Source: an optimization exercise on an open RTL-to-GDS flow (aim: small area, a short achievable clock period and few clock cycles per item). Production flows keep margins and buffers that such runs may drop. Function was not checked in any run shown here: the RTL went through the layout flow alone. Power is estimated from default activity; no workload was simulated.

<file path="flow/run.sh">
#!/bin/bash
# synth_recipe.tcl (not shown) runs the flow's synth.tcl, then flattens the netlist and writes it again
# the make line also repeats each setting of config.mk as NAME=value (left out here)
make -C /OpenROAD-flow-scripts/flow DESIGN_CONFIG=/design/flow/config.mk WORK_HOME=/design/flow/orfs CLKGATE_MAP_FILE= SYNTH_SCRIPT=/design/flow/synth_recipe.tcl finish
</file>
<file path="flow/config.mk">
export PLATFORM = sky130hd
export DESIGN_NAME = integer_to_radix_text
export DESIGN_NICKNAME = integer_to_radix_text
export VERILOG_FILES = /design/flow/design.v
export SDC_FILE = /design/flow/constraint.sdc
export NUM_CORES = 4
export LEC_CHECK = 0
export CAP_MARGIN = 20
export CORE_MARGIN = 2
export CORE_UTILIZATION = 40
export SLEW_MARGIN = 20
</file>
<file path="flow/constraint.sdc">
create_clock -name core_clock -period 5.0 [get_ports {clk}]
set_input_delay 1.0000 -clock core_clock [delete_from_list [all_inputs] [get_ports {clk}]]
set_output_delay 1.0000 -clock core_clock [all_outputs]
set_load 0.01 [all_outputs]
</file>
<file path="flow/design.v">
`default_nettype none
package irt_pkg;
  localparam int NCELL = 65;
  function automatic int cell_w(input int i);
    if (i < 20)      cell_w = 6;
    else if (i < 23) cell_w = 5;
    else if (i < 28) cell_w = 4;
    else if (i < 35) cell_w = 3;
    else if (i < 48) cell_w = 2;
    else             cell_w = 1;
  endfunction
  localparam int NODD = 48;
  function automatic logic [6:0] max_digits(input logic [5:0] r);
    logic [6:0] k;
    case (r)
      6'd2:  k = 7'd64;  6'd3:  k = 7'd41;  6'd4:  k = 7'd32;  6'd5:  k = 7'd28;
      6'd6:  k = 7'd25;  6'd7:  k = 7'd23;  6'd8:  k = 7'd22;  6'd9:  k = 7'd21;
      6'd10: k = 7'd20;  6'd11: k = 7'd19;  6'd12: k = 7'd18;  6'd13: k = 7'd18;
      6'd14: k = 7'd17;  6'd15: k = 7'd17;  6'd16: k = 7'd16;  6'd17: k = 7'd16;
      6'd18: k = 7'd16;  6'd19: k = 7'd16;  6'd20: k = 7'd15;  6'd21: k = 7'd15;
      6'd22: k = 7'd15;  6'd23: k = 7'd15;  6'd24: k = 7'd14;  6'd25: k = 7'd14;
      6'd26: k = 7'd14;  6'd27: k = 7'd14;  6'd28: k = 7'd14;  6'd29: k = 7'd14;
      6'd30: k = 7'd14;  default: k = 7'd13;
    endcase
    max_digits = k;
  endfunction
  function automatic logic [7:0] digit_char(input logic [5:0] d);
    logic ge10, ge25;
    logic [3:0] lo;
    ge10 = d[5] | d[4] | (d[3] & (d[2] | d[1]));
    ge25 = d[5] | (d[4] & d[3] & (d[2] | d[1] | d[0]));
    lo   = d[3:0] + (ge10 ? 4'd7 : 4'd0);
    digit_char = {1'b0, ge10, 1'b1, !ge10 | ge25, lo};
  endfunction
  function automatic logic [5:0] la_add(input logic [5:0] a, input logic [5:0] b,
                                        input logic ci, input int w);
    logic [5:0] g, p, c, s;
    logic       t, term;
    g = a & b;
    p = a | b;
    for (int k = 0; k < 6; k++) begin
      t = ci;
      for (int j = 0; j < k; j++) t = t & p[j];
      for (int j = 0; j < k; j++) begin
        term = g[j];
        for (int i = j + 1; i < k; i++) term = term & p[i];
        t = t | term;
      end
      c[k] = t;
    end
    s = a ^ b ^ c;
    for (int k = 0; k < 6; k++) if (k >= w) s[k] = 1'b0;
    la_add = s;
  endfunction
  function automatic logic [6:0] bit_length(input logic [63:0] x);
    logic [7:0] nz;
    logic [2:0] hi, lo;
    logic [7:0] blk;
    for (int b = 0; b < 8; b++) nz[b] = |x[b*8 +: 8];
    hi = 3'd0;
    for (int b = 1; b < 8; b++) if (nz[b]) hi = 3'(b);
    blk = x[hi*8 +: 8];
    lo = 3'd0;
    for (int b = 1; b < 8; b++) if (blk[b]) lo = 3'(b);
    bit_length = (|nz) ? ({1'b0, hi, lo} + 7'd1) : 7'd0;
  endfunction
  function automatic logic [5:0] low_bit(input logic [63:0] x);
    logic [7:0] nz;
    logic [2:0] hi, lo;
    logic [7:0] blk;
    for (int b = 0; b < 8; b++) nz[b] = |x[b*8 +: 8];
    hi = 3'd7;
    for (int b = 6; b >= 0; b--) if (nz[b]) hi = 3'(b);
    blk = x[hi*8 +: 8];
    lo = 3'd7;
    for (int b = 6; b >= 0; b--) if (blk[b]) lo = 3'(b);
    low_bit = {hi, lo};
  endfunction
endpackage
`default_nettype wire
`default_nettype none
module integer_to_radix_text (
  input  wire logic        clk,
  input  wire logic        rst,
  input  wire logic        in_valid,
  output logic             in_ready,
  input  wire logic [63:0] value,
  input  wire logic [7:0]  radix,
  input  wire logic        signed_mode,
  input  wire logic [7:0]  min_digits,
  output logic             out_valid,
  input  wire logic        out_ready,
  output logic [63:0]      text_chunk,
  output logic [3:0]       chunk_bytes,
  output logic             last_chunk
);
  localparam int NC = irt_pkg::NCELL;
  localparam int NO = irt_pkg::NODD;
  localparam logic [2:0] C_IDLE = 3'd0;
  localparam logic [2:0] C_S1   = 3'd1;
  localparam logic [2:0] C_S2   = 3'd2;
  localparam logic [2:0] C_S3   = 3'd3;
  localparam logic [2:0] C_WAIT = 3'd4;
  localparam logic [2:0] C_DD   = 3'd5;
  logic [2:0]  cst;
  logic [63:0] v;           
  logic        negc;        
  logic [5:0]  rad;         
  logic        odd;         
  logic [5:0]  aw [7];      
  logic [6:0]  kr;          
  logic [6:0]  mdig;        
  logic [5:0]  m1;          
  logic [6:0]  c1;          
  logic [6:0]  blen;        
  logic [5:0]  lowb;        
  logic [6:0]  np1;         
  logic [2:0]  pp;          
  logic [3:0]  q8;          
  logic [6:0]  ecell;       
  logic [8:0]  e_hi;        
  logic [7:0]  e_lo;        
  logic [6:0]  ptr;         
  logic        nbit;        
  logic [6:0]  act;         
  logic        msnz0;       
  logic        msnz1;       
  logic [5:0]  dcell [NC];
  logic        creg  [NO];
  logic        busy_e;      
  logic        neg_e;
  logic        first_e;
  logic [3:0]  q8_e;
  logic [6:0]  last_e;      
  logic [1:0]  sk_e;        
  logic [3:0]  drain;       
  logic        dd_done;
  logic        accept;
  logic [5:0]  rad_in;
  logic [6:0]  mdig_in;
  assign in_ready = (cst == C_IDLE) || ((cst == C_DD) && dd_done);
  assign accept   = in_valid && in_ready;
  always_comb begin
    if (radix < 8'd2)       rad_in = 6'd2;
    else if (radix > 8'd36) rad_in = 6'd36;
    else                    rad_in = radix[5:0];
    if (min_digits < 8'd1)       mdig_in = 7'd1;
    else if (min_digits > 8'd64) mdig_in = 7'd64;
    else                         mdig_in = min_digits[6:0];
  end
  logic [6:0]  blen_c;
  logic [5:0]  lowb_c;
  logic [13:0] prod;
  logic [5:0]  hu_c;
  logic        padded;
  logic        lo_wrap;
  logic [6:0]  e_c;
  always_comb begin
    logic [6:0] lz;
    lowb_c = irt_pkg::low_bit(v);
    lz     = irt_pkg::bit_length(negc ? ~v : v);
    if (negc && ({1'b0, lowb_c} >= lz)) blen_c = {1'b0, lowb_c} + 7'd1;
    else                                blen_c = lz;
    hu_c = 6'((7'(rad) + 7'd1) >> 1);
    prod = 14'(blen) * 14'(kr);
    padded  = ({1'b0, m1} > np1);
    lo_wrap = (c1[2:0] < np1[2:0]);
    if (padded) e_c = {np1[6:3] + {3'd0, lo_wrap}, c1[2:0]};
    else        e_c = np1 + {6'd0, negc};
  end
  logic        load_o;      
  logic        last_ld;     
  logic        pop;
  logic        cells_free;
  logic        ptr_nz;
  logic [4:0]  sumh  [NC];
  logic        cin   [NC];
  logic        cout  [NC];
  logic        stepc [NC];
  logic        inj   [NC];
  logic [5:0]  dnext [NC];
  logic [8:0]  a_hi;        
  logic [8:0]  a_eq;
  logic [7:0]  a_lo;        
  assign cells_free = (drain == 4'd0) && !busy_e;
  assign dd_done    = (ptr <= 7'd1) && (!odd || (act == {4'd0, pp}));
  assign ptr_nz     = (ptr != 7'd0);
  always_comb begin
    for (int b = 0; b < 9; b++) begin
      a_eq[b] = (act[6:3] == 4'(b));
      a_hi[b] = (act[6:3] > 4'(b));
    end
    for (int b = 0; b < 8; b++) begin
      a_lo[b] = (act[2:0] >= 3'(b));
    end
    for (int i = 0; i < NC; i++) begin
      inj[i] = e_hi[i/8] && e_lo[i%8] && ptr_nz;
    end
  end
  for (genvar i = 0; i < NC; i++) begin : g_cell
    localparam int W = irt_pkg::cell_w(i);
    if (W == 1) begin : g_bin
      assign cout[i] = dcell[i][0];
      assign sumh[i] = 5'd0;
    end else begin : g_gen
      logic [5:0] sum;
      logic       ci;
      always_comb begin
        if (inj[i])           ci = odd && nbit;
        else if (i + 1 < NO)  ci = odd && creg[(i+1) % NO];
        else                  ci = 1'b0;
        sum = irt_pkg::la_add(dcell[i] & 6'((1 << W) - 1), aw[W], ci, W);
      end
      assign cout[i] = sum[W-1];
      assign sumh[i] = 5'(sum);
    end
  end
  always_comb begin
    for (int i = 0; i < NC; i++) begin
      if (inj[i])                   cin[i] = nbit;
      else if (odd && (i + 1 < NO)) cin[i] = creg[(i+1) % NO];
      else if (i + 1 < NC)          cin[i] = cout[(i+1) % NC];
      else                          cin[i] = 1'b0;
      if (irt_pkg::cell_w(i) == 1) begin
        dnext[i] = {5'd0, cin[i]};
      end else begin
        dnext[i] = cout[i] ? {sumh[i], cin[i] ^ odd} : {dcell[i][4:0], cin[i]};
      end
      if (i < NO) stepc[i] = !odd || a_hi[i/8] || (a_eq[i/8] && a_lo[i%8]);
      else        stepc[i] = 1'b1;
    end
  end
  always_ff @(posedge clk) begin
    for (int i = 0; i < NC; i++) begin
      if ((cst == C_DD) && stepc[i]) begin
        dcell[i] <= dnext[i] & 6'((1 << irt_pkg::cell_w(i)) - 1);
      end else if (pop) begin
        dcell[i] <= ((i + 8 < NC) && !((i < 2) && last_ld)) ?
                    (dcell[(i+8) % NC] & 6'((1 << irt_pkg::cell_w(i)) - 1)) : 6'd0;
      end
    end
    for (int i = 1; i < NO; i++) begin
      creg[i] <= (cst == C_DD) && odd && stepc[i] && cout[i];
    end
    creg[0] <= 1'b0;
  end
  logic [6:0] ptr_n;
  logic       cin_pp;
  logic       cin_pp1;
  logic       z0, z1;
  logic [1:0] sk_c;
  always_comb begin
    ptr_n = ptr;
    if (cst == C_S3) ptr_n = blen;
    else if ((cst == C_DD) && ptr_nz) ptr_n = ptr - 7'd1;
    cin_pp  = 1'b0;
    cin_pp1 = 1'b0;
    for (int i = 0; i < 8; i++) begin
      if (pp == 3'(i)) begin
        cin_pp  = cin[i];
        cin_pp1 = cin[i+1];
      end
    end
    z0 = !(msnz0 || cin_pp);
    z1 = z0 && !(msnz1 || cin_pp1);
    if (z1 && (np1 > 7'(m1) + 7'd1))  sk_c = 2'd2;
    else if (z0 && (np1 > 7'(m1)))    sk_c = 2'd1;
    else                              sk_c = 2'd0;
  end
  always_ff @(posedge clk) begin
    if (rst) begin
      cst <= C_IDLE;
    end else begin
      case (cst)
        C_IDLE: if (accept) cst <= C_S1;
        C_S1:   cst <= C_S2;
        C_S2:   cst <= C_S3;
        C_S3, C_WAIT: cst <= cells_free ? C_DD : C_WAIT;
        C_DD:   if (dd_done) cst <= accept ? C_S1 : C_IDLE;
        default: cst <= C_IDLE;
      endcase
    end
  end
  always_ff @(posedge clk) begin
    if (accept) begin
      v    <= value;
      negc <= signed_mode & value[63];
      rad  <= rad_in;
      mdig <= mdig_in;
    end
    case (cst)
      C_S1: begin
        odd  <= rad[0];
        for (int w = 2; w <= 6; w++) begin
          aw[w] <= (hu_c <= 6'(1 << (w - 1))) ? 6'(6'(1 << (w - 1)) - hu_c) : 6'd0;
        end
        kr   <= irt_pkg::max_digits(rad);
        blen <= blen_c;
        lowb <= lowb_c;
        m1   <= 6'(mdig - 7'd1);
        c1   <= mdig - 7'd1 + {6'd0, negc};
      end
      C_S2: begin
        np1 <= (blen == 7'd0) ? 7'd0 : 7'((prod - 14'd1) >> 6);
      end
      C_S3: begin
        ecell <= e_c;
        act   <= e_c;
        pp    <= padded ? 3'(c1[2:0] - np1[2:0]) : {2'd0, negc};
        q8    <= padded ? (c1[6:3] - e_c[6:3]) : 4'd0;
        for (int b = 0; b < 9; b++) e_hi[b] <= (e_c[6:3] == 4'(b));
        for (int b = 0; b < 8; b++) e_lo[b] <= (e_c[2:0] == 3'(b));
        msnz0 <= 1'b0;
        msnz1 <= 1'b0;
      end
      C_DD: begin
        if (ptr <= 7'd1) act <= act - 7'd1;
        msnz0 <= msnz0 || cin_pp;
        msnz1 <= msnz1 || cin_pp1;
      end
      default: begin
      end
    endcase
    aw[0] <= 6'd0;
    aw[1] <= 6'd0;
    ptr  <= ptr_n;
    nbit <= (ptr_n != 7'd0) &&
            (v[6'(ptr_n - 7'd1)] ^ (negc && (6'(ptr_n - 7'd1) > lowb)));
  end
  logic [63:0] chunk_c;
  logic [3:0]  bytes_c;
  logic [6:0]  rem_c;       
  assign load_o  = busy_e && (!out_valid || out_ready);
  assign rem_c   = last_e - 7'(sk_e);
  assign last_ld = (q8_e == 4'd0) && (rem_c <= 7'd7);
  assign pop     = (load_o && (q8_e == 4'd0)) || (!busy_e && (cst != C_DD));
  always_comb begin
    bytes_c = (q8_e != 4'd0) ? 4'd8 : ((rem_c >= 7'd7) ? 4'd8 : (rem_c[3:0] + 4'd1));
    for (int b = 0; b < 8; b++) begin
      logic [5:0] d;
      logic [7:0] ch;
      case (sk_e)
        2'd1:    d = dcell[b+1];
        2'd2:    d = dcell[b+2];
        default: d = dcell[b];
      endcase
      if (q8_e != 4'd0) begin
        ch = 8'h30;
      end else if (7'(b) <= rem_c) begin
        ch = irt_pkg::digit_char(d);
      end else begin
        ch = 8'h00;
      end
      if ((b == 0) && first_e && neg_e) ch = 8'h2d;
      chunk_c[b*8 +: 8] = ch;
    end
  end
  always_ff @(posedge clk) begin
    if (rst) begin
      busy_e    <= 1'b0;
      out_valid <= 1'b0;
      drain     <= 4'd9;
    end else begin
      if (pop && (drain != 4'd0)) drain <= drain - 4'd1;
      if (load_o) begin
        out_valid <= 1'b1;
      end else if (out_ready) begin
        out_valid <= 1'b0;
      end
      if ((cst == C_DD) && dd_done) begin
        busy_e  <= 1'b1;
        neg_e   <= negc;
        first_e <= 1'b1;
        q8_e    <= q8;
        last_e  <= ecell;
        sk_e    <= sk_c;
      end else if (load_o) begin
        first_e <= 1'b0;
        if (q8_e != 4'd0) begin
          q8_e <= q8_e - 4'd1;
        end else begin
          last_e <= last_e - 7'd8;
          if (last_ld) busy_e <= 1'b0;
        end
      end
    end
  end
  always_ff @(posedge clk) begin
    if (load_o) begin
      text_chunk  <= chunk_c;
      chunk_bytes <= bytes_c;
      last_chunk  <= last_ld;
    end
  end
endmodule
`default_nettype wire
</file>
==> run notes, run 1 <==
Hold Buf Count CTS 0; Setup Viol. Count Final 7; fin nets 5548; RD Place Congestion between 0.9 and 1; Hold Vio Cnt, Final 0; worst min-delay path class flip-flop to flip-flop; Max-slew headroom between 20% and 30%; HPWL Detailed just under 100000 um; Setup Crit Path Kind flip-flop to flip-flop; clk latency of the worst-skew pair ~650 ps; wire per inst 20.7 um; IO Pins 156; PortBufs 147; Period minus WS final 5250 ps; CP required 5390 ps; Vias 35258; Seq cells post-synth 538; largest net degree at the start of global routing 64; Max Buffers Root-to-Sink 3; Placed Instances 6289; post-route cell area 50200 um^2; die area 110000 um^2; Post-Place Setup Slack -459 ps; CTS sink count about 540; WP data arrival around 5600 ps; Die Width 332 um; leak pwr 20.3 nW; CTS Buf Count 68; CP Capture Type flip-flop; Post-synth top flop edfxtp_1; clock skew 41.4 ps; Syn Inst Count 4653; Slew @ Worst Pin 1110 ps; fraction of registers with async set/reset 0%; H-tree lvl count 3; Max Clk Rate approximately 0.19 GHz; share of layout cells above drive strength 1 11.2%; routed vias/inst 5.49; Worst-path clk slew 60 ps; final core area utilization 47.0%; Sw Pwr 0.00919 W; all-layer global routing usage 23.7%; Logic pwr share 47.5%; GR Overflow Total 0; Pint about 0.013 W; site row count 120; YS warnings 10; PD cells 446 nW/um^2; drc violations 0; largest area contributor in the netlist edfxtp_1; CP Max Fanout 6; Worst VDD drop 0.000442 V; Synth area leaders edfxtp_1, ha_1, nor2_1, xnor2_1, fa_1; n_diodes 0; Synth Cell Area between 40000 and 50000 um^2; root buf cell clkbuf_16; Seq/Total Area, Yosys 36.1%; synthesis-to-finish area growth 16.7%; Starting Density 40.2%; first-pass GRT wire length 203000 um; clock share of power 22.4%; synth unique cells 114; Die Y 332 um; switching share of power 41.1%; fin crit share 105%; TritonRoute pass-1 iters 5; Seq pwr share 30.1%; Core ar. approximately 110000 um^2; Setup crit start kind flip-flop; fin cells 6428; Synth Area per Inst 9.25 um^2; Routed WL between 100000 and 150000 um; initial antenna violation count 0; Final Slew Violations 0; Post-synth EDFFs ~470; RSZ-0062 raised after global routing yes; total of max-cap violations 0; Final ANT Viol Nets 0; status finished with violations; CTS tree yes; vias in the first global route 34487; Pwr Total 0.0224 W; SO Faults negative setup slack; Iter 0 DRT Violations 3070; Area after DPL 47800 um^2; top cell type's share of synthesized area between 30% and 40%; setup ws final -253 ps
per-stage QoR:
stage               hold slack, ps  setup TNS, ps
finish                         519          -1550
CTS                            530          -1680
global route                   567          -3760
global placement               503          -2920
detailed placement             523          -2820
floorplan                      491          -1380
sequential cells by signal (all words and copies together) (netlist names), 7 cells and up:
| name | count |
|---|---|
| aw | 20 |
| last_e | 7 |
| v | 64 |
| kr | 7 |
| np1 | 7 |
| dcell | 219 |
| ptr | 7 |
| text_chunk | 56 |
| creg | 47 |
| e_lo | 8 |
| c1 | 7 |
| blen | 7 |
| act | 7 |
| e_hi | 9 |
| ecell | 7 |
| mdig | 7 |
Yosys cell counts (95+ instances only):
cell type	count
ha_1	405
mux2i_1	133
nand2_1	429
nor2_1	529
a21oi_1	339
o21ai_0	272
xor2_1	115
inv_1	402
edfxtp_1	474
nand3_1	95
clkbuf_1	142
xnor2_1	215
worst max-delay path: stages, from the launching register on:
cell and delay, ps:
edfxtp_1 380, or4_4 570, o22ai_4 220, and4_4 260, a21oi_2 70, buf_4 150
buf_6 120, a222oi_1 280, a21oi_2 50, a2111o_1 340, and2_4 180, or3_4 380
o21ai_4 180, ha_4 230, nand2_4 70, ha_4 200, a21o_1 170, a21o_1 160
a21o_1 160, a21oi_2 100, nor2b_1 60, o21ai_2 160, nor3b_2 80, a21o_2 260
o21ai_1 110, o31ai_2 80
path summary, 6_finish.rpt:
path         startpoint       end  slack (ps)  cells past startpoint
max               v[33]   blen[0]        -250                     25
min            drain[1]  drain[1]         520                      2
max reg2reg       v[33]   blen[0]        -250                     25
min reg2reg    drain[1]  drain[1]         520                      2
what timing repair did:
| item | 4_1_cts | 5_1_grt |
|---|---|---|
| buffers inserted | 10 | 4 |
| pin swaps | 22 | 1 |
| endpoints found under the setup margin | 7 | 8 |
| resized for setup | 20 | 7 |
final cells by class:
cell class,instances,area [um^2]
timing repair buffer,457,3920
tap,1403,1760
multi-input combinational,3500,25300
fill,10264,56700
inverter,406,1530
sequential,538,15500
clock buffer,89,1860
clock inverter,35,360
per-layer routing:
layer	part of all wire [%]	vias up	global-route usage, %
met5	0	-	0
met4	3.9	0	9.07
met3	6.6	259	3.87
met2	47	1133	39.9
met1	42	16993	30.4
li1	-	16873	-
logic make-up (layout without fill, tap and decap cells):
group	after synthesis	after routing	share of synthesized area, %
xor gates and xnor gates	333	333	6.83
other	1	8	0.00872
DFF	538	538	36.1
buffers and inverters	622	987	5.71
AOI/OAI and AO/OA	1058	1058	15.7
and+or+nand+nor	1438	1438	15.2
adders and majority gates	492	492	15.8
muxes	171	171	4.69
cell usage in the layout (no fill, tap or decap), drive strengths merged, types with 58 or more instances in the layout:
cell type	n
ha	405
nand3	95
mux2i	135
xnor2	218
inv	407
dfxtp	64
o21ai	293
a21oi	341
xor2	115
clkdlybuf4s50	147
nor2	530
and2	58
nand2	431
nor3	84
clkbuf	90
buf	309
fa	87
edfxtp	474
power groups by stage:
stage | Combinational, W | Clock [W] | Sequential, W
4_1_cts | 0.0106 | 0.00512 | 0.00673
6_report | 0.0106 | 0.00501 | 0.00674
3_5_place_dp | 0.0105 | 0 | 0.00683
2_1_floorplan | 0.00745 | 0 | 0.00643
3_3_place_gp | 0.0103 | 0 | 0.00681
5_1_grt | 0.0118 | 0.00527 | 0.00682
==> inputs of run 2 (changes only) <==
--- a/flow/design.v
+++ b/flow/design.v
@@ -78,2 +78,166 @@
   endfunction
+  function automatic logic [14:0] csa_np(input logic [6:0] a, input logic [6:0] k,
+                                         input logic cr);
+    logic t1, t2, t3, t4, t5, t6, t7, t8, t9, t10, t11, t12, t13, t14, t15, t16, t17, t18, t19, t20, t21, t22, t23, t24, t25, t26, t27, t28, t29, t30, t31, t32, t33, t34, t35, t36, t37, t38, t39, t40, t41, t42, t43, t44, t45, t46, t47, t48, t49, t50, t51, t52, t53, t54, t55, t56, t57, t58, t59, t60, t61, t62, t63, t64, t65, t66, t67, t68, t69, t70, t71, t72, t73, t74, t75, t76, t77, t78, t79, t80, t81, t82, t83, t84, t85, t86, t87, t88, t89, t90, t91, t92, t93, t94, t95, t96, t97, t98, t99, t100, t101, t102, t103, t104, t105, t106, t107, t108, t109, t110, t111, t112, t113, t114, t115, t116, t117, t118, t119, t120, t121, t122, t123, t124, t125, t126, t127, t128, t129, t130, t131, t132, t133, t134, t135, t136, t137, t138, t139, t140, t141, t142, t143, t144, t145, t146, t147, t148, t149, t150, t151, t152, t153, t154;
+    logic [6:0] x, y;
+    logic       c6;
+    t1 = a[0] & k[0];
+    t2 = a[0] & k[1];
+    t3 = a[0] & k[2];
+    t4 = a[0] & k[3];
+    t5 = a[0] & k[4];
+    t6 = a[0] & k[5];
+    t7 = a[0] & k[6];
+    t8 = a[1] & k[0];
+    t9 = a[1] & k[1];
+    t10 = a[1] & k[2];
+    t11 = a[1] & k[3];
+    t12 = a[1] & k[4];
+    t13 = a[1] & k[5];
+    t14 = a[1] & k[6];
+    t15 = a[2] & k[0];
+    t16 = a[2] & k[1];
+    t17 = a[2] & k[2];
+    t18 = a[2] & k[3];
+    t19 = a[2] & k[4];
+    t20 = a[2] & k[5];
+    t21 = a[2] & k[6];
+    t22 = a[3] & k[0];
+    t23 = a[3] & k[1];
+    t24 = a[3] & k[2];
+    t25 = a[3] & k[3];
+    t26 = a[3] & k[4];
+    t27 = a[3] & k[5];
+    t28 = a[3] & k[6];
+    t29 = a[4] & k[0];
+    t30 = a[4] & k[1];
+    t31 = a[4] & k[2];
+    t32 = a[4] & k[3];
+    t33 = a[4] & k[4];
+    t34 = a[4] & k[5];
+    t35 = a[4] & k[6];
+    t36 = a[5] & k[0];
+    t37 = a[5] & k[1];
+    t38 = a[5] & k[2];
+    t39 = a[5] & k[3];
+    t40 = a[5] & k[4];
+    t41 = a[5] & k[5];
+    t42 = a[5] & k[6];
+    t43 = a[6] & k[0];
+    t44 = a[6] & k[1];
+    t45 = a[6] & k[2];
+    t46 = a[6] & k[3];
+    t47 = a[6] & k[4];
+    t48 = a[6] & k[5];
+    t49 = a[6] & k[6];
+    t50 = cr & k[0];
+    t51 = cr & k[1];
+    t52 = cr & k[2];
+    t53 = cr & k[3];
+    t54 = cr & k[4];
+    t55 = cr & k[5];
+    t56 = cr & k[6];
+    t57 = t1 ^ t50 ^ 1'b1;
+    t58 = (t1 & t50) | (t1 & 1'b1) | (t50 & 1'b1);
+    t59 = t2 ^ t8 ^ t51;
+    t60 = (t2 & t8) | (t2 & t51) | (t8 & t51);
+    t61 = t3 ^ t9 ^ t15;
+    t62 = (t3 & t9) | (t3 & t15) | (t9 & t15);
+    t63 = t4 ^ t10 ^ t16;
+    t64 = (t4 & t10) | (t4 & t16) | (t10 & t16);
+    t65 = t22 ^ t53 ^ 1'b1;
+    t66 = (t22 & t53) | (t22 & 1'b1) | (t53 & 1'b1);
+    t67 = t5 ^ t11 ^ t17;
+    t68 = (t5 & t11) | (t5 & t17) | (t11 & t17);
+    t69 = t23 ^ t29 ^ t54;
+    t70 = (t23 & t29) | (t23 & t54) | (t29 & t54);
+    t71 = t6 ^ t12 ^ t18;
+    t72 = (t6 & t12) | (t6 & t18) | (t12 & t18);
+    t73 = t24 ^ t30 ^ t36;
+    t74 = (t24 & t30) | (t24 & t36) | (t30 & t36);
+    t75 = t7 ^ t13 ^ t19;
+    t76 = (t7 & t13) | (t7 & t19) | (t13 & t19);
+    t77 = t25 ^ t31 ^ t37;
+    t78 = (t25 & t31) | (t25 & t37) | (t31 & t37);
+    t79 = t43 ^ t56 ^ 1'b1;
+    t80 = (t43 & t56) | (t43 & 1'b1) | (t56 & 1'b1);
+    t81 = t14 ^ t20 ^ t26;
+    t82 = (t14 & t20) | (t14 & t26) | (t20 & t26);
+    t83 = t32 ^ t38 ^ t44;
+    t84 = (t32 & t38) | (t32 & t44) | (t38 & t44);
+    t85 = t21 ^ t27 ^ t33;
+    t86 = (t21 & t27) | (t21 & t33) | (t27 & t33);
+    t87 = t39 ^ t45 ^ 1'b1;
+    t88 = (t39 & t45) | (t39 & 1'b1) | (t45 & 1'b1);
+    t89 = t28 ^ t34 ^ t40;
+    t90 = (t28 & t34) | (t28 & t40) | (t34 & t40);
+    t91 = t35 ^ t41 ^ t47;
+    t92 = (t35 & t41) | (t35 & t47) | (t41 & t47);
+    t93 = t42 ^ t48 ^ 1'b1;
+    t94 = (t42 & t48) | (t42 & 1'b1) | (t48 & 1'b1);
+    t95 = t58 ^ t59 ^ 1'b1;
+    t96 = (t58 & t59) | (t58 & 1'b1) | (t59 & 1'b1);
+    t97 = t60 ^ t61 ^ t52;
+    t98 = (t60 & t61) | (t60 & t52) | (t61 & t52);
+    t99 = t62 ^ t63 ^ t65;
+    t100 = (t62 & t63) | (t62 & t65) | (t63 & t65);
+    t101 = t64 ^ t66 ^ t67;
+    t102 = (t64 & t66) | (t64 & t67) | (t66 & t67);
+    t103 = t68 ^ t70 ^ t71;
+    t104 = (t68 & t70) | (t68 & t71) | (t70 & t71);
+    t105 = t73 ^ t55 ^ 1'b1;
+    t106 = (t73 & t55) | (t73 & 1'b1) | (t55 & 1'b1);
+    t107 = t72 ^ t74 ^ t75;
+    t108 = (t72 & t74) | (t72 & t75) | (t74 & t75);
+    t109 = t76 ^ t78 ^ t80;
+    t110 = (t76 & t78) | (t76 & t80) | (t78 & t80);
+    t111 = t81 ^ t83 ^ 1'b1;
+    t112 = (t81 & t83) | (t81 & 1'b1) | (t83 & 1'b1);
+    t113 = t82 ^ t84 ^ t85;
+    t114 = (t82 & t84) | (t82 & t85) | (t84 & t85);
+    t115 = t86 ^ t88 ^ t89;
+    t116 = (t86 & t88) | (t86 & t89) | (t88 & t89);
+    t117 = t90 ^ t91 ^ 1'b1;
+    t118 = (t90 & t91) | (t90 & 1'b1) | (t91 & 1'b1);
+    t119 = t94 ^ t49 ^ 1'b1;
+    t120 = (t94 & t49) | (t94 & 1'b1) | (t49 & 1'b1);
+    t121 = t96 ^ t97 ^ 1'b1;
+    t122 = (t96 & t97) | (t96 & 1'b1) | (t97 & 1'b1);
+    t123 = t100 ^ t101 ^ t69;
+    t124 = (t100 & t101) | (t100 & t69) | (t101 & t69);
+    t125 = t102 ^ t103 ^ t105;
+    t126 = (t102 & t103) | (t102 & t105) | (t103 & t105);
+    t127 = t104 ^ t106 ^ t107;
+    t128 = (t104 & t106) | (t104 & t107) | (t106 & t107);
+    t129 = t108 ^ t109 ^ t111;
+    t130 = (t108 & t109) | (t108 & t111) | (t109 & t111);
+    t131 = t110 ^ t112 ^ t113;
+    t132 = (t110 & t112) | (t110 & t113) | (t112 & t113);
+    t133 = t114 ^ t115 ^ t46;
+    t134 = (t114 & t115) | (t114 & t46) | (t115 & t46);
+    t135 = t118 ^ t92 ^ t93;
+    t136 = (t118 & t92) | (t118 & t93) | (t92 & t93);
+    t137 = t122 ^ t98 ^ t99;
+    t138 = (t122 & t98) | (t122 & t99) | (t98 & t99);
+    t139 = t126 ^ t127 ^ t77;
+    t140 = (t126 & t127) | (t126 & t77) | (t127 & t77);
+    t141 = t130 ^ t131 ^ t87;
+    t142 = (t130 & t131) | (t130 & t87) | (t131 & t87);
+    t143 = t132 ^ t133 ^ 1'b1;
+    t144 = (t132 & t133) | (t132 & 1'b1) | (t133 & 1'b1);
+    t145 = t134 ^ t116 ^ t117;
+    t146 = (t134 & t116) | (t134 & t117) | (t116 & t117);
+    t147 = t138 ^ t123 ^ 1'b1;
+    t148 = (t138 & t123) | (t138 & 1'b1) | (t123 & 1'b1);
+    t149 = t140 ^ t128 ^ t129;
+    t150 = (t140 & t128) | (t140 & t129) | (t128 & t129);
+    t151 = t148 ^ t124 ^ t125;
+    t152 = (t148 & t124) | (t148 & t125) | (t124 & t125);
+    t153 = t152 ^ t139 ^ t79;
+    t154 = (t152 & t139) | (t152 & t79) | (t139 & t79);
+    c6 = (t57 & 1'b0) & (t95 | 1'b0) & (t121 | 1'b0) & (t137 | 1'b0) & (t147 | 1'b0) & (t151 | 1'b0) | (t95 & 1'b0) & (t121 | 1'b0) & (t137 | 1'b0) & (t147 | 1'b0) & (t151 | 1'b0) | (t121 & 1'b0) & (t137 | 1'b0) & (t147 | 1'b0) & (t151 | 1'b0) | (t137 & 1'b0) & (t147 | 1'b0) & (t151 | 1'b0) | (t147 & 1'b0) & (t151 | 1'b0) | (t151 & 1'b0);
+    x = {t136, t146, t144, t142, t150, t154, t153};
+    y = {t119, t135, t145, t143, t141, t149, 1'b0};
+    csa_np = {x, y, c6};
+  endfunction
 endpackage
@@ -102,4 +266,5 @@
   localparam logic [2:0] C_S3   = 3'd3;
-  localparam logic [2:0] C_WAIT = 3'd4;
-  localparam logic [2:0] C_DD   = 3'd5;
+  localparam logic [2:0] C_S4   = 3'd4;
+  localparam logic [2:0] C_WAIT = 3'd5;
+  localparam logic [2:0] C_DD   = 3'd6;
   logic [2:0]  cst;
@@ -114,3 +279,8 @@
   logic [6:0]  c1;          
+  logic [6:0]  blen0;       
+  logic        onesz;       
+  logic        isz;         
   logic [6:0]  blen;        
+  logic [6:0]  mx, my;      
+  logic        mc6;         
   logic [5:0]  lowb;        
@@ -123,2 +293,4 @@
   logic [6:0]  ptr;         
+  logic        ptr_nz;      
+  logic        dd_done_q;   
   logic        nbit;        
@@ -140,3 +312,3 @@
   logic [6:0]  mdig_in;
-  assign in_ready = (cst == C_IDLE) || ((cst == C_DD) && dd_done);
+  assign in_ready = dd_done_q;
   assign accept   = in_valid && in_ready;
@@ -150,5 +322,5 @@
   end
-  logic [6:0]  blen_c;
+  logic [6:0]  blen0_c;
   logic [5:0]  lowb_c;
-  logic [13:0] prod;
+  logic        onesz_c;
   logic [5:0]  hu_c;
@@ -157,10 +329,8 @@
   logic [6:0]  e_c;
+  logic [2:0]  pp_c;
   always_comb begin
-    logic [6:0] lz;
-    lowb_c = irt_pkg::low_bit(v);
-    lz     = irt_pkg::bit_length(negc ? ~v : v);
-    if (negc && ({1'b0, lowb_c} >= lz)) blen_c = {1'b0, lowb_c} + 7'd1;
-    else                                blen_c = lz;
-    hu_c = 6'((7'(rad) + 7'd1) >> 1);
-    prod = 14'(blen) * 14'(kr);
+    lowb_c  = irt_pkg::low_bit(v);
+    blen0_c = irt_pkg::bit_length(negc ? ~v : v);
+    onesz_c = negc && !(|(~v[63:1] & v[62:0]));
+    hu_c    = 6'((7'(rad) + 7'd1) >> 1);
     padded  = ({1'b0, m1} > np1);
@@ -169,2 +339,3 @@
     else        e_c = np1 + {6'd0, negc};
+    pp_c = padded ? 3'(c1[2:0] - np1[2:0]) : {2'd0, negc};
   end
@@ -174,3 +345,2 @@
   logic        cells_free;
-  logic        ptr_nz;
   logic [4:0]  sumh  [NC];
@@ -186,3 +356,2 @@
   assign dd_done    = (ptr <= 7'd1) && (!odd || (act == {4'd0, pp}));
-  assign ptr_nz     = (ptr != 7'd0);
   always_comb begin
@@ -253,3 +422,3 @@
     ptr_n = ptr;
-    if (cst == C_S3) ptr_n = blen;
+    if (cst == C_S4) ptr_n = blen;
     else if ((cst == C_DD) && ptr_nz) ptr_n = ptr - 7'd1;
@@ -269,15 +438,27 @@
   end
+  logic [2:0] cst_n;
+  logic [6:0] act_n;
+  logic [2:0] pp_n;
+  logic       odd_n;
+  always_comb begin
+    case (cst)
+      C_IDLE:       cst_n = accept ? C_S1 : C_IDLE;
+      C_S1:         cst_n = C_S2;
+      C_S2:         cst_n = C_S3;
+      C_S3:         cst_n = C_S4;
+      C_S4, C_WAIT: cst_n = cells_free ? C_DD : C_WAIT;
+      C_DD:         cst_n = dd_done ? (accept ? C_S1 : C_IDLE) : C_DD;
+      default:      cst_n = C_IDLE;
+    endcase
+    if (rst) cst_n = C_IDLE;
+    act_n = act;
+    if (cst == C_S4) act_n = e_c;
+    else if ((cst == C_DD) && (ptr <= 7'd1)) act_n = act - 7'd1;
+    pp_n  = (cst == C_S4) ? pp_c : pp;
+    odd_n = (cst == C_S1) ? rad[0] : odd;
+  end
   always_ff @(posedge clk) begin
-    if (rst) begin
-      cst <= C_IDLE;
-    end else begin
-      case (cst)
-        C_IDLE: if (accept) cst <= C_S1;
-        C_S1:   cst <= C_S2;
-        C_S2:   cst <= C_S3;
-        C_S3, C_WAIT: cst <= cells_free ? C_DD : C_WAIT;
-        C_DD:   if (dd_done) cst <= accept ? C_S1 : C_IDLE;
-        default: cst <= C_IDLE;
-      endcase
-    end
+    cst       <= cst_n;
+    dd_done_q <= (cst_n == C_IDLE) ||
+                 ((cst_n == C_DD) && (ptr_n <= 7'd1) && (!odd_n || (act_n == {4'd0, pp_n})));
   end
@@ -297,3 +478,4 @@
         kr   <= irt_pkg::max_digits(rad);
-        blen <= blen_c;
+        blen0 <= blen0_c;
+        onesz <= onesz_c;
         lowb <= lowb_c;
@@ -303,8 +485,12 @@
       C_S2: begin
-        np1 <= (blen == 7'd0) ? 7'd0 : 7'((prod - 14'd1) >> 6);
+        blen         <= blen0 + {6'd0, onesz};
+        isz          <= (blen0 == 7'd0) && !onesz;
+        {mx, my, mc6} <= irt_pkg::csa_np(blen0, kr, onesz);
       end
       C_S3: begin
+        np1 <= isz ? 7'd0 : (mx + my + {6'd0, mc6});
+      end
+      C_S4: begin
         ecell <= e_c;
-        act   <= e_c;
-        pp    <= padded ? 3'(c1[2:0] - np1[2:0]) : {2'd0, negc};
+        pp    <= pp_c;
         q8    <= padded ? (c1[6:3] - e_c[6:3]) : 4'd0;
@@ -316,3 +502,2 @@
       C_DD: begin
-        if (ptr <= 7'd1) act <= act - 7'd1;
         msnz0 <= msnz0 || cin_pp;
@@ -323,5 +508,7 @@
     endcase
+    act   <= act_n;
     aw[0] <= 6'd0;
     aw[1] <= 6'd0;
-    ptr  <= ptr_n;
+    ptr    <= ptr_n;
+    ptr_nz <= (ptr_n != 7'd0);
     nbit <= (ptr_n != 7'd0) &&
==> run notes, run 2 <==
status timing/DRC/antenna clean; share of layout cells above drive strength 1 7.10% (-4.1 points); Hold Buf Count CTS 0 (unchanged); initial antenna violation count 0 (unchanged); top cell type's share of synthesized area 33.9% (+0.80 points); synthesis-to-finish area growth 13.5%; PortBufs 147 (unchanged); IO Pins 156 (unchanged); largest area contributor in the netlist edfxtp_1; largest net degree at the start of global routing 63 (-1.6%); Iter 0 DRT Violations 2847 (-7.3%); Setup Crit Path Kind flip-flop to flip-flop; Largest regs dcell: 219 flops, v: 64 flops, text_chunk: 56 flops; Post-synth top flop edfxtp_1; Core ar. 107000 um^2 (-0.14%); Worst-path clk slew 60 ps (about the same); leak pwr 19.2 nW (-5.4%); HPWL Detailed 96000 um (-3.3%); Max Buffers Root-to-Sink 3 (unchanged); routed vias/inst 5.52 (+0.59%); Max Clk Rate 0.217 GHz (+14%); Slew @ Worst Pin 1050 ps (-60.8 ps); area of the multi-input gates 24600 um^2 (-2.7%); worst min-delay path class flip-flop to flip-flop; CTS Buf Count 71 (+4.4%); synth cell count leaders nand2_1, edfxtp_1, nor2_1, inv_1, ha_1; Pint 0.0119 W (-9.6%); Period minus WS final 4610 ps (-647 ps); root buf cell clkbuf_16; RD Place Congestion 0.940 (+1.8%); Synth Area per Inst 9.27 um^2 (+0.29%); CTS tree yes; Seq/Total Area, Yosys 37.5% (+1.4 points); clock share of power 26.2% (+3.8 points); CP required 5380 ps (about the same); Seq cells post-synth 562 (+4.5%); CTS sink count 562 (+4.5%); reg2reg setup slack 390 ps (+650 ps); H-tree lvl count 3 (unchanged); most frequent cells in the layout nand2_1, edfxtp_1, nor2_1; fin crit share 92.1% (-13 points); wire per inst 20.6 um (-0.25%); Sw Pwr 0.00772 W (-16%); clock skew 20.2 ps (-21.2 ps); Max-slew headroom 29.9% (+4.3 points); Die Width 332 um (about the same); register area 16100 um^2 (+3.8%); fraction of registers with async set/reset 0% (unchanged); all-layer global routing usage 23.0% (-0.69 points); CP Max Fanout 18 (+12); most common cell after layout, fill and taps aside nand2_1; Hold Vio Cnt, Final 0 (unchanged); switching share of power 39.3% (-1.7 points); setup TNS 0 ps (+1550 ps); GR Overflow Total 0 (unchanged); first-pass GRT wire length 199000 um (-2.3%); TritonRoute pass-1 iters 5 (unchanged); drc violations 0 (unchanged); Final ANT Viol Nets 0 (unchanged); Starting Density 40.3% (about the same); CP Capture Type flip-flop; YS warnings 10 (unchanged); Synth area leaders edfxtp_1, ha_1, nand2_1, xnor2_1, fa_1; Setup crit start kind flip-flop; Logic pwr share 39.5% (-8.0 points); Post-CTS Setup Inserts 0 (-10); Reg with most FFs dcell; Worst VDD drop 0.000283 V (-36%); Largest register FFs 219 (unchanged); WP data arrival 4990 ps (-650 ps); Vias 34469 (-2.2%); fin nets 5349 (-3.6%); final core area utilization 45.7% (-1.3 points); total of max-cap violations 0 (unchanged); leading cell type by number of instances after synthesis nand2_1; Fillers 10172 (-0.90%); die area 110000 um^2 (about the same); synth unique cells 85 (-25%); Seq pwr share 34.3% (+4.2 points); Setup Viol. Count Final 0 (-7); PD cells 403 nW/um^2 (-9.6%); # resized after CTS 0 (-100%); Routed WL 129000 um (-3.1%); Post-synth EDFFs 485 (+2.3%); Synth Cell Area 43000 um^2 (about the same); site row count 120 (unchanged); Die Y 332 um (about the same); Syn Inst Count 4635 (-0.39%); Final Slew Violations 0 (unchanged); clk latency of the worst-skew pair 650 ps (about the same); RSZ-0062 raised after global routing no; vias in the first global route 33515 (-2.8%)
==> run 2: cell count changes in the layout (fill, tap and decap cells not counted), sizes merged, moves of 12 or more <==
| cell | change |
|---|---|
| dfxtp | +13 |
| a21boi | +16 |
| o211ai | -34 |
| ha | -22 |
| buf | -176 |
| mux2 | +17 |
| o31ai | +14 |
| or3 | -12 |
| nand2 | +82 |
| nor2 | -71 |
==> run 2: critical path, stage by stage (launching register included) <==
cell and delay (ps):
edfxtp_1 840, buf_4 320, nand4_1 90, o22a_1 210
nand4b_1 420, a211oi_1 410, buf_4 190, mux4_2 490
mux2i_1 250, xnor2_1 130, a311o_1 280, a21o_1 180
ha_1 210, a21boi_0 140, and2_1 170
==> run 2: metrics by stage <==
stage	power [W]	setup WS, ps	hold WS (ps)	cell area (um^2)	instances
after floorplan	0.0119	269	451	43000	4642
after global placement	0.0144	497	505	46500	6117
after detailed placement	0.0145	490	522	46500	6117
after CTS	0.0197	465	528	48800	6246
after global routing	0.0209	104	562	48800	6246
final	0.0196	394	526	48800	6247
==> run 2: layout make-up <==
type,instances,area share (%)
Multi-Input combinational cell,3463,50.4
Antenna cell,1,0.00513
Sequential cell,562,33.0
Tap cell,1403,3.60
Clock inverter,41,0.798
Clock buffer,88,3.90
Inverter,409,3.15
Timing Repair Buffer,280,5.11
==> run 2: kinds of logic after synthesis <==
group                      after synthesis  share of synthesized area [%]
AOI/OAI and AO/OA                     1035                           14.6
xor gates and xnor gates               333                           6.80
adders and majority gates              478                           15.5
buffers and inverters                  617                           5.50
DFF                                    562                           37.5
muxes                                  187                           5.27
other                                    1                        0.00872
and+or+nand+nor                       1422                           14.7
==> run 2: routing by layer <==
metal	routed length [um]	track usage, %
met5	0	0
met4	4080	7.45
met3	7390	3.40
met2	62900	39.8
met1	54600	29.4
==> run 2: worst paths after layout <==
kind / startpoint / endpoint / cells after the start
setup / recovery: negc / blen0[6] / 14
hold / removal: drain[1] / drain[1] / 2
setup reg to reg: negc / blen0[6] / 14
hold reg to reg: drain[1] / drain[1] / 2
==> run 2: power by group through the flow <==
stage          sequential (W)  combinational [W]  clock [W]
6_report              0.00673            0.00777    0.00515
5_1_grt               0.00680            0.00868    0.00542
4_1_cts               0.00671            0.00775    0.00525
3_3_place_gp          0.00679            0.00761          0
2_1_floorplan         0.00632            0.00562          0
3_5_place_dp          0.00681            0.00770          0
==> inputs of run 3 (changes only) <==
--- a/flow/design.v
+++ b/flow/design.v
@@ -380,3 +380,3 @@
         else                  ci = 1'b0;
-        sum = irt_pkg::la_add(dcell[i] & 6'((1 << W) - 1), aw[W], ci, W);
+        sum = 6'(dcell[i] & 6'((1 << W) - 1)) + aw[W] + {5'd0, ci};
       end
==> run notes, run 3 <==
status timing/DRC/antenna clean; Post-CTS Setup Inserts 0 (unchanged); CP required 5450 ps (+70 ps); clk latency of the worst-skew pair 640 ps (about the same); Max-slew headroom 25.7% (-4.2 points); CTS Buf Count 70 (-1.4%); Worst Path Buf+Inv 0 (-2); CP max-delay cell and2_1; Logic pwr share 47.5% (+8.0 points); Core ar. 98100 um^2 (-8.1%); Largest regs dcell: 219 flops, v: 64 flops, text_chunk: 56 flops; Iter 0 DRT Violations 2468 (-13%); routed vias/inst 5.53 (+0.16%); delay-heaviest family, CP compound AO/OA/AOI/OAI gates; hold slack 518 ps (-8.62 ps); all-layer global routing usage 22.4% (-0.64 points); IO Pins 156 (unchanged); n_diodes 0 (-1); Setup Viol. Count Final 0 (unchanged); register area 16100 um^2 (about the same); Hold Vio Cnt, Final 0 (unchanged); clock share of power 20.1% (-6.1 points); Sw Pwr 0.0108 W (+39%); largest net degree at the start of global routing 63 (unchanged); H-tree lvl count 3 (unchanged); Die Width 318 um (-4.1%); Routed WL 114000 um (-11%); top cell type's share of synthesized area 36.9% (+3.0 points); PD cells 570 nW/um^2 (+41%); clock skew 18.3 ps (-1.88 ps); Seq/Total Area, Yosys 40.8% (+3.4 points); CP peak stage delay 610 ps (-230 ps); Max Clk Rate 0.227 GHz (+4.4%); HPWL Detailed 85800 um (-11%); Slew @ Worst Pin 1110 ps (+62.6 ps); switching share of power 42.1% (+2.8 points); Seq pwr share 32.4% (-1.9 points); fraction of registers with async set/reset 0% (unchanged); Setup Crit Path Kind flip-flop to flip-flop; Largest register FFs 219 (unchanged); PortBufs 147 (unchanged); drc violations 0 (unchanged); WP data arrival 4860 ps (-130 ps); vias in the first global route 29958 (-11%); # resized after CTS 0 (unchanged); worst min-delay path class flip-flop to flip-flop; Setup crit start kind flip-flop; most frequent cells in the layout nand2_1, edfxtp_1, nor2_1; Vias 30627 (-11%); Worst-path clk slew 60 ps (about the same); synthesis-to-finish area growth 13.8%; Post-synth top flop edfxtp_1; Fillers 9358 (-8.0%); area of the multi-input gates 21900 um^2 (-11%); initial antenna violation count 0 (unchanged); synth cell count leaders nand2_1, edfxtp_1, nor2_1, o21ai_0, a21oi_1; post-route cell area 44900 um^2 (-7.9%); Area after DPL 42600 um^2 (-8.3%); Worst VDD drop 0.000286 V (+1.0%); CP Max Fanout 14 (-4); worst path cell trace and2_1, nand2_1, a21oi_1, nor2_1, fa_1, a21o_1, a21oi_1, o21bai_1, a21oi_1, xnor2_1, a31oi_1, o21bai_1, a21oi_1, o31ai_1, nor4b_1; most frequent CP cell a21oi_1; site row count 115 (-4.2%); root buf cell clkbuf_16; Syn Inst Count 4063 (-12%); total of max-cap violations 0 (unchanged); GR Overflow Total 0 (unchanged); setup TNS 0 ps (unchanged); Seq cells post-synth 562 (unchanged); Synth area leaders edfxtp_1, fa_1, ha_1, nand2_1, xnor2_1; fin crit share 88.2% (-3.9 points); synth unique cells 95 (+12%); Pint 0.0148 W (+24%); Final ANT Viol Nets 0 (unchanged); CTS tree yes; Final Slew Violations 0 (unchanged); RSZ-0062 raised after global routing no; Reg with most FFs dcell; CTS sink count 562 (unchanged); Post-synth EDFFs 485 (unchanged); share of layout cells above drive strength 1 6.96% (-0.15 points); Synth Area per Inst 9.71 um^2 (+4.7%); YS warnings 10 (unchanged); leading cell type by number of instances after synthesis nand2_1; Synth Cell Area 39500 um^2 (-8.2%); Starting Density 40.2% (-0.060 points); Period minus WS final 4410 ps (-195 ps); first-pass GRT wire length 177000 um (-11%); leak pwr 17.7 nW (-7.5%); largest area contributor in the netlist edfxtp_1; RD Place Congestion 0.904 (-3.8%); Die Y 318 um (-4.1%); TritonRoute pass-1 iters 7 (+2); wire per inst 20.6 um (about the same); die area 101000 um^2 (-8.1%); Hold Buf Count CTS 0 (unchanged); Max Buffers Root-to-Sink 3 (unchanged); most common cell after layout, fill and taps aside nand2_1; fin nets 4612 (-14%); CP Capture Type flip-flop
==> run 3: changes by cell type after synthesis, sizes merged, moves of 26 or more <==
cell	before	now
o31ai	35	6
ha	383	200
mux2i	126	171
a21o	37	67
fa	94	129
nand2	513	587
nor2	459	368
inv	407	201
nor3	82	40
a21oi	330	280
xor2	113	76
a21boi	19	45
==> run 3: cell families after synthesis <==
logic type	synth area share (%)
other cells	0.00950
mux	6.28
compound gates	14.7
flops	40.8
xor+xnor	6.86
fa+ha+maj	12.9
buf+inv	3.88
simple gates	14.5
==> run 3: area by class of cell <==
type	instances	share of cell area, %
inverters	202	1.69
clock buffers	98	4.39
flip-flops and latches	562	35.9
well taps	1287	3.59
repair buffers	246	5.07
clock inverters	31	0.677
multi-input cells	3116	48.7
==> run 3: worst paths after layout <==
check / endpoint / startpoint / cells past startpoint / slack (ps)
min: drain[1] / drain[1] / 2 / 520
max: sk_e[0] / ptr_nz / 15 / 590
max reg2reg: sk_e[0] / ptr_nz / 15 / 590
min reg2reg: drain[1] / drain[1] / 2 / 520
==> run 3: metal layers <==
| layer | track usage [%] | wire length [um] |
|---|---|---|
| met1 | 28.8 | 48400 |
| met2 | 38.4 | 55900 |
| met3 | 2.91 | 5890 |
| met4 | 8.10 | 4090 |
| met5 | 0 | 0 |
==> run 3: power by group through the flow <==
stage	registers [W]	logic (W)	clock network [W]
2_1_floorplan	0.00750	0.00918	0
3_3_place_gp	0.00837	0.0119	0
3_5_place_dp	0.00839	0.0121	0
4_1_cts	0.00830	0.0122	0.00524
5_1_grt	0.00845	0.0137	0.00538
6_report	0.00830	0.0122	0.00513
==> run 3: through the flow <==
step | instances | worst slack [ps] | util [%] | power, W
final | 5542 | 589 | 45.8 | 0.0256
after global routing | 5542 | 268 | 45.8 | 0.0275
after CTS | 5542 | 643 | 45.8 | 0.0257
after detailed placement | 5413 | 668 | 43.4 | 0.0205
after global placement | 5413 | 664 | 43.4 | 0.0203
after floorplan | 4070 | 964 | - | 0.0167
==> run 3: worst min-delay path: stages (launching register included) <==
cell and delay [ps]:
dfxtp_1 320, nor2_1 100, a211oi_1 50

## port drivers added, routing unchanged
Ports are ideal in the flow. The routed layouts listed here were re-timed in OpenROAD. Step 1 sets driving cells, clkbuf_16 on the clock port and buf_2 on the other inputs (assumed; they add their load-dependent delay and slew). Step 2 also shifts input and output timing later by t, the mid clock arrival at the registers, as if the neighbouring blocks saw the same clock. Three values: no drivers, after step 1, after step 2; two values: the first two.
run | t, ns | slack for setup (ns) | worst register clock-pin slew, ns | cell pins on the clock port's net
run 1 | 0.693 | -0.253 / -0.253 / -0.253 | 0.06 / 0.06 | 1
run 2 | 0.702 | 0.394 / 0.394 / 0.394 | 0.07 / 0.07 | 1
run 3 | 0.692 | 0.589 / 0.589 / 0.589 | 0.06 / 0.06 | 1
